What follows belongs to an exercise in optimizing a design on an open flow for a short achievable clock period and few clock cycles per item; a production flow would make more cautious choices. Only simulation tests tie the RTL to the original design; equivalence was not proved. Power is estimated from default activity; no workload was simulated.

Design sha256_round_core, start of the top module:
module sha256_round_core (
  input  logic         clock,
  input  logic         reset,
  input  logic         start,
  input  logic         first_block,
  input  logic         w_reg_rdy,
  input  logic [31:0]  w_reg_data,
  output logic         w_reg_read,
  output logic [5:0]   w_reg_addr,
  output logic         busy,
  output logic         done,
  output logic [255:0] digest
);
==> flow/config.mk <==
export PLATFORM = sky130hd
export DESIGN_NAME = sha256_round_core
export DESIGN_NICKNAME = sha256_round_core
export VERILOG_FILES = /design/flow/design.v
export SDC_FILE = /design/flow/constraint.sdc
export NUM_CORES = 4
export LEC_CHECK = 0
export ABC_AREA = 1
export CAP_MARGIN = 20
export CORE_MARGIN = 2
export CORE_UTILIZATION = 40
export PLACE_DENSITY = 0.6
export SLEW_MARGIN = 20
==> flow/constraint.sdc <==
create_clock -name core_clock -period 9.0 [get_ports {clock}]
set_input_delay 1.8000 -clock core_clock [delete_from_list [all_inputs] [get_ports {clock}]]
set_output_delay 1.8000 -clock core_clock [all_outputs]
set_load 0.01 [all_outputs]
standard.sh (not shown) runs the stock make flow with config.mk's settings and CLKGATE_MAP_FILE= SYNTH_SCRIPT=/design/flow/synth_recipe.tcl, a recipe that flattens the netlist after the stock synthesis.
==> flow/flow/run.sh <==
#!/bin/bash
set -euo pipefail
cd "$(dirname "$0")/.."
bash standard.sh ADDER_MAP_FILE= SETUP_SLACK_MARGIN=6 finish > standard_flow.log 2>&1
Testbench counts at the start, summed over its fixed seeds: cycles 20,198, blocks 256.
Edit:
==> flow/flow/run.sh (replaced) <==
#!/bin/bash
set -euo pipefail
cd "$(dirname "$0")/.."
bash standard.sh ADDER_MAP_FILE= SETUP_SLACK_MARGIN=6.25 finish > standard_flow.log 2>&1
--- a/flow/config.mk
+++ b/flow/config.mk
@@ -10,4 +10,4 @@
 export CORE_MARGIN = 2
-export CORE_UTILIZATION = 40
-export PLACE_DENSITY = 0.6
+export CORE_UTILIZATION = 30
+export PLACE_DENSITY = 0.5
 export SLEW_MARGIN = 20
Outcome: Clock skew goes down by 0.016 ns. Cell count climbs by 7.0%. Via count came out lower by 2.5%. Sequential share of layout area is lower by 0.99 points. Worst hold slack barely changes. Routed wire length rose by 0.66%. Power goes up by 2.3%. Non-clock buffer count rose by 218. Setup slack is better by 0.31 ns. Sequential cell count stays the same.
Edit:
==> flow/flow/run.sh (replaced) <==
#!/bin/bash
# Standard ORFS layout (the standard.sh, with its unchanged synthesis script),
# except that Yosys does not map adders to the library's full/half-adder cells:
# ADDER_MAP_FILE is left empty so ABC maps the carry-save and carry logic itself.
# make's output goes to standard_flow.log; every ORFS step writes its own log
# under orfs/logs/.
set -euo pipefail
cd "$(dirname "$0")/.."
bash standard.sh ADDER_MAP_FILE= finish > standard_flow.log 2>&1
--- a/flow/config.mk
+++ b/flow/config.mk
@@ -10,4 +10,5 @@
 export CORE_MARGIN = 2
-export CORE_UTILIZATION = 30
-export PLACE_DENSITY = 0.5
+export CORE_UTILIZATION = 40
+export PLACE_DENSITY = 0.6
+export SETUP_SLACK_MARGIN = 5
 export SLEW_MARGIN = 20
Outcome:
- The new run went through all stages and came out clean
- wire length goes down by about 14%
- sequential power barely changes
- sequential cell count does not change
- final cell count goes down by about 15%
Edit:
==> flow/flow/run.sh (replaced) <==
#!/bin/bash
set -euo pipefail
cd "$(dirname "$0")/.."
bash standard.sh ADDER_MAP_FILE= SETUP_SLACK_MARGIN=6 finish > standard_flow.log 2>&1
--- a/flow/config.mk
+++ b/flow/config.mk
@@ -10,5 +10,4 @@
 export CORE_MARGIN = 2
-export CORE_UTILIZATION = 40
-export PLACE_DENSITY = 0.6
-export SETUP_SLACK_MARGIN = 5
+export CORE_UTILIZATION = 30
+export PLACE_DENSITY = 0.5
 export SLEW_MARGIN = 20
The new run finished with timing, DRC and antenna clean.
Global-route usage falls by 6.0 points.
Cell count rises by 15%.
Total power rises by 1.1%.
Area after synthesis stays the same.
Non-clock buffer count rises by 1128.
Fmax rises by 10%.
Die area rises by 33%.
Setup slack gains 0.38 ns.
First-iteration DRC count falls by 5.9%.
Hold slack loses 0.015 ns.
Utilization rises by 0.26 points.

==> separate check: timing with driven ports <==
In the flow no input, the clock included, has a driving cell. The finished layouts below were timed again as built, in two steps. Step 1: set_driving_cell puts a clkbuf_16 on clock and a buf_2 on each other input, an assumption about the parent block. Step 2 moves the port delays by t, midway between the first and last clock arrival at a register: inputs arrive t later, outputs are due t later. That takes back most of the time a late clock gives input paths. Slacks: ideal ports / drivers / drivers and shift; pairs: ideal ports / drivers.
| run | t, ns | slack for setup (ns) | cell pins on the clock port's net |
|---|---|---|---|
| the first run | 0.841 | 5.075 / 5.075 / 5.075 | 1 |
| the second run | 0.871 | 5.384 / 5.384 / 5.384 | 1 |
| the third run | 0.815 | 5.008 / 4.941 / 4.939 | 1 |
| the fourth run | 0.867 | 5.385 / 5.385 / 5.363 | 1 |
After both steps every run listed still meets setup and hold. For the third run, which loses most, drivers alone change the setup slack by -0.067 ns; drivers and shift together by -0.069 ns. Setup slack includes reset recovery checks.
